From an optimization exercise on the open Yosys and OpenROAD flow, aimed at small area, a short achievable clock period and few clock cycles per item; shortcuts taken in it are not production practice.
In this exercise RTL edits were held to simulation tests only and were not proved equivalent to the original.
No activity file was given, so power comes from the tool's default toggle rates.

the baseline:
Design grid_liquid_diffusion_step_unit, start of the top module:
module grid_liquid_diffusion_step_unit #(
	parameter int MAX_WIDTH   = gdiff_pkg::MAX_WIDTH_DEF,
	parameter int AMOUNT_BITS = gdiff_pkg::AMOUNT_BITS_DEF,
	localparam int DATA_W     = ((AMOUNT_BITS + 7) / 8) * 8
) (
	input  logic                              clk,
	input  logic                              arst_n,
	input  logic                              s_axis_tvalid,
	output logic                              s_axis_tready,
	input  logic [DATA_W-1:0]                 s_axis_tdata,    
	output logic                              m_axis_tvalid,
	input  logic                              m_axis_tready,
	output logic [DATA_W-1:0]                 m_axis_tdata,    
	output logic                              m_axis_tlast,
	input  logic                              cfg_valid,
	output logic                              cfg_ready,
	input  logic [gdiff_pkg::CFG_INDEX_W-1:0] cfg_index,
	input  logic [gdiff_pkg::CFG_DATA_W-1:0]  cfg_data
);
	localparam int AB = AMOUNT_BITS;
  ...
Size in the first run: about 4500 cells after synthesis, roughly 1600 flip-flops, ~59 I/O pins, about 55000 um^2 of cells after synthesis.
make LEC_CHECK=0 CAP_MARGIN=20 CORE_MARGIN=2 CORE_UTILIZATION=40 CTS_CLUSTER_DIAMETER=100 CTS_CLUSTER_SIZE=28 SETUP_SLACK_MARGIN=3.75 SLEW_MARGIN=20 finish   # period 7.0 ns
run.sh (not shown) runs the stock make flow with config.mk's settings and CLKGATE_MAP_FILE= SYNTH_SCRIPT=/design/flow/synth_recipe.tcl, a recipe that flattens the netlist after the stock synthesis.
Both conditions hold for the baseline: the flow ran to the end and the final layout passed the timing, design-rule and antenna checks.
Testbench counts of the baseline, summed over its fixed seeds: cycles 6,896, items 6,464.
Changes in the candidate relative to the baseline:
--- a/flow/design.v
+++ b/flow/design.v
@@ -850,19 +850,19 @@
 		if (cfg_take) begin
 			t_sel = (cfg_index == 2'd3) ? (slot_n ? t_n1 : t_n0) : 1'b1;
 		end else if (acc) begin
 			t_sel = slot_a ? t_a1 : t_a0;
 		end else begin
 			t_sel = slot_n ? t_n1 : t_n0;
 		end
 		cfg_wait_n = cfg_valid && !cready_q;
 		tready_n = t_sel && !cfg_wait_n && !rate_take && !rc_hold;
-		cready_n = cfg_wait_n && !(acc ? (fend_a || fpend_nf) : fpend_nf);
+		cready_n = cfg_wait_n && !acc && !fpend_nf;
 	end
 	always_ff @(posedge clk or negedge arst_n) begin
 		if (!arst_n) begin
 			wl_q     <= CW'(MAX_WIDTH - 1);
 			hl_q     <= HB'(31);
 			den_q    <= AB'(8);
 			col_q    <= '0;
 			row_q    <= '0;
 			top_q    <= 1'b1;
@@ -1179,17 +1179,17 @@
 	end
 	always_ff @(posedge clk) begin
 		if (load_out) begin
 			if (cnt_q != '0) begin
 				{m_last_q, m_data_q} <= buf_q[rd_q];
 			end else begin
 				{m_last_q, m_data_q} <= {o_l_q, res};
 			end
 		end
-		if (to_buf) begin
+		if (o_v_q) begin
 			buf_q[wr_q] <= {o_l_q, res};
 		end
 	end
 	assign m_axis_tvalid = m_valid_q;
 	assign m_axis_tdata  = DATA_W'(m_data_q);
 	assign m_axis_tlast  = m_last_q;
 endmodule
Findings:
Diff the baseline -> the candidate | highest clock frequency the design can meet | up slightly. The baseline → the candidate: cell area after synthesis did not really move, delay of the slowest critical-path stage climbed 0.06 ns, final critical-path setup slack climbed 0.019 ns, sum of internal, switching and leakage power went up by 4.0%. The baseline and the candidate ended up with roughly the same number of vias after detailed routing. The candidate against the baseline: count of non-filler cells in the finished layout level, final non-filler cell area level, clock share of power moved down. The baseline vs the candidate, start point of the critical path: s_axis_tvalid vs v_r. Between the baseline and the candidate, the flow reports wire length after detailed routing increasing slightly.
Testbench counts of the candidate, summed over its fixed seeds: cycles 6,896, items 6,464.


Setup of red:
grid_liquid_diffusion_step_unit, a different RTL version from the one above (not shown whole).
For scale: roughly 4,500 cells after synthesis, about 1,600 flip-flops, roughly 59 I/O pins, about 55,000 µm² of cells after synthesis.
export LEC_CHECK = 0
export CAP_MARGIN = 20
export CORE_MARGIN = 2
export CORE_UTILIZATION = 40
export CTS_CLUSTER_DIAMETER = 100
export CTS_CLUSTER_SIZE = 30
export SETUP_SLACK_MARGIN = 4.0
export SLEW_MARGIN = 20
create_clock -name core_clock -period 7.0 [get_ports {clk}]
red completed end to end with timing, DRC and antenna clean.
Testbench counts of red, summed over its fixed seeds: cycles 6,896, items 6,464.
Changes in blue relative to red:
diff --git a/flow/design.v b/flow/design.v
--- a/flow/design.v
+++ b/flow/design.v
@@ -1,19 +1,19 @@
 package gdiff_pkg;
 	localparam int MAX_WIDTH_DEF   = 32;
 	localparam int AMOUNT_BITS_DEF = 16;
 	localparam int CFG_INDEX_W = 2;
 	localparam int CFG_DATA_W  = 16;
 	localparam int GRID_W_BITS = 6;
 	localparam int GRID_H_BITS = 16;
 	localparam int RATE_BITS   = 16;
-	localparam int OUT_SLOTS = 7;
+	localparam int OUT_SLOTS = 6;
 	localparam int ZW = 18;
 endpackage
 module gdiff_div (
 	input  logic        clk,
 	input  logic        arst_n,
 	input  logic        start,      
 	input  logic [15:0] den,        
 	output logic        hold,       
 	output logic [8:0]  one,        
 	output logic [8:0]  two,
@@ -78,21 +78,21 @@
 	end
 	logic [18:0] mb;
 	assign mb = {2'b01, num_q, 1'b0};
 	always_ff @(posedge clk) begin
 		for (int i = 0; i < 9; i++) begin
 			one[i] <= mb[2*i+1] ^ mb[2*i];
 			two[i] <= (mb[2*i+2] & !mb[2*i+1] & !mb[2*i]) | (!mb[2*i+2] & mb[2*i+1] & mb[2*i]);
 			neg[i] <= mb[2*i+2] & !(mb[2*i+1] & mb[2*i]);
 		end
 	end
-	assign hold  = (cnt_q > 5'd1);
+	assign hold  = (cnt_q != '0);
 	assign shift = l_q;
 endmodule
 module gdiff_mul (
 	input  logic [15:0] a,
 	input  logic [8:0]  one,
 	input  logic [8:0]  two,
 	input  logic [8:0]  neg,
 	output logic [34:0] s,
 	output logic [34:0] c
 );
@@ -884,75 +884,55 @@
 		.clk    (clk),
 		.arst_n (arst_n),
 		.start  (rate_take),
 		.den    (den_q),
 		.hold   (rc_hold),
 		.one    (b_one),
 		.two    (b_two),
 		.neg    (b_neg),
 		.shift  (l_sh)
 	);
-	logic          vt_q, ft_q;
-	logic [AB-1:0] at_q;
-	logic          lmt_q, rmt_q, topt_q;
-	logic [2:0]    kt_q;
-	logic          lm_t, rm_t, uptop_t;
-	assign lm_t    = (tok_col == '0);
-	assign rm_t    = (tok_col == wl_q);
-	assign uptop_t = fiss ? (hl_q == '0) : sec_q;
-	always_ff @(posedge clk or negedge arst_n) begin
-		if (!arst_n) begin
-			vt_q <= 1'b0;
-			ft_q <= 1'b0;
-		end else begin
-			vt_q <= acc;
-			ft_q <= fiss;
-		end
-	end
-	always_ff @(posedge clk) begin
-		at_q   <= s_axis_tdata[AB-1:0];
-		lmt_q  <= lm_t;
-		rmt_q  <= rm_t;
-		topt_q <= top_q;
-		kt_q   <= 3'(!fiss) + 3'(!uptop_t) + 3'(!lm_t) + 3'(!rm_t);
-	end
 	logic          v0_q, f0_q;
 	logic [AB-1:0] a0_q;
 	logic [34:0]   ms0_q, mc0_q;
 	logic          lm0_q, rm0_q, top0_q;
 	logic [2:0]    k0_q;
+	logic          lm_t, rm_t, uptop_t;
 	logic [34:0]   ms, mc;
+	assign lm_t    = (tok_col == '0);
+	assign rm_t    = (tok_col == wl_q);
+	assign uptop_t = fiss ? (hl_q == '0) : sec_q;
 	gdiff_mul u_mul (
-		.a   (at_q),
+		.a   (s_axis_tdata[AB-1:0]),
 		.one (b_one),
 		.two (b_two),
 		.neg (b_neg),
 		.s   (ms),
 		.c   (mc)
 	);
 	always_ff @(posedge clk or negedge arst_n) begin
 		if (!arst_n) begin
 			v0_q <= 1'b0;
 			f0_q <= 1'b0;
 		end else begin
-			v0_q <= vt_q;
-			f0_q <= ft_q;
+			v0_q <= acc;
+			f0_q <= fiss;
 		end
 	end
 	always_ff @(posedge clk) begin
-		a0_q   <= at_q;
+		a0_q   <= s_axis_tdata[AB-1:0];
 		ms0_q  <= ms;
 		mc0_q  <= mc;
-		lm0_q  <= lmt_q;
-		rm0_q  <= rmt_q;
-		top0_q <= topt_q;
-		k0_q   <= kt_q;
+		lm0_q  <= lm_t;
+		rm0_q  <= rm_t;
+		top0_q <= top_q;
+		k0_q   <= 3'(!fiss) + 3'(!uptop_t) + 3'(!lm_t) + 3'(!rm_t);
 	end
 	logic          v1_q, f1_q;
 	logic [16:0]   t1_q;
 	logic [AB:0]   au1_q;
 	logic [ZW:0]   zr1_q;
 	logic [ZW-1:0] ks1_q;
 	logic          lm1_q, rm1_q, top1_q;
 	logic [AB-1:0] s_tap0_unused, s_tap1_unused, s_tap2, s_tap3;
 	logic [ZW-1:0] z_tap0_unused, z_tap1_unused, z_tap2, z_tap3_unused;
 	logic [34:0]   prod;
Findings:
- There was hardly any difference in via count of the first global-routing pass between blue and red.
- Of blue and red, the lower area taken by flip-flops and latches belongs to blue.
- blue vs. red: total wirelength of the detailed-routed design went down by about 0.6%.
- Re combinational group power: blue and red aren't equal, and the higher value belongs to blue.
- Between red and blue, the number of fill cells in the layout figures differ only marginally.
- The higher overall power came out of blue.
- The run showing the smaller net count reported at finish is blue.
- Per the comparison of blue with red, share of the clock period used by the worst path after layout moved up; core box area moved down.
Testbench counts of blue, summed over its fixed seeds: cycles 6,896, items 6,464.

what the ideal ports hide:
No port has a modelled driver above. Below, the same layouts with a new extraction and two added sets of constraints.
Step 1, drivers: a clkbuf_16 drives clk and a buf_2 each remaining input, both assumed.
Step 2, shift: input delay + t, output delay - t, t = (earliest + latest rising clock arrival at the registers) / 2. This alone moves slack from input paths to output paths.
Three values: ideal, step 1, step 2; two values: the first two.
run	shift t [ns]	slack for setup (ns)	worst setup path after step 2	worst slew at a driven data input, ns	pins driven straight from the clock port
the baseline	0.738	3.822 / 3.853 / 3.132	input to register	0.07	1
the candidate	0.756	3.841 / 3.840 / 3.228	input to register	0.07	1
red	0.740	3.903 / 3.903 / 3.197	input to register	0.06	1
blue	0.746	3.563 / 3.566 / 2.820	input to register	0.11	1
After both steps every run listed still meets setup and hold. The setup slack of blue, which loses most, moves by +0.003 ns with the drivers and by -0.743 ns with both steps.
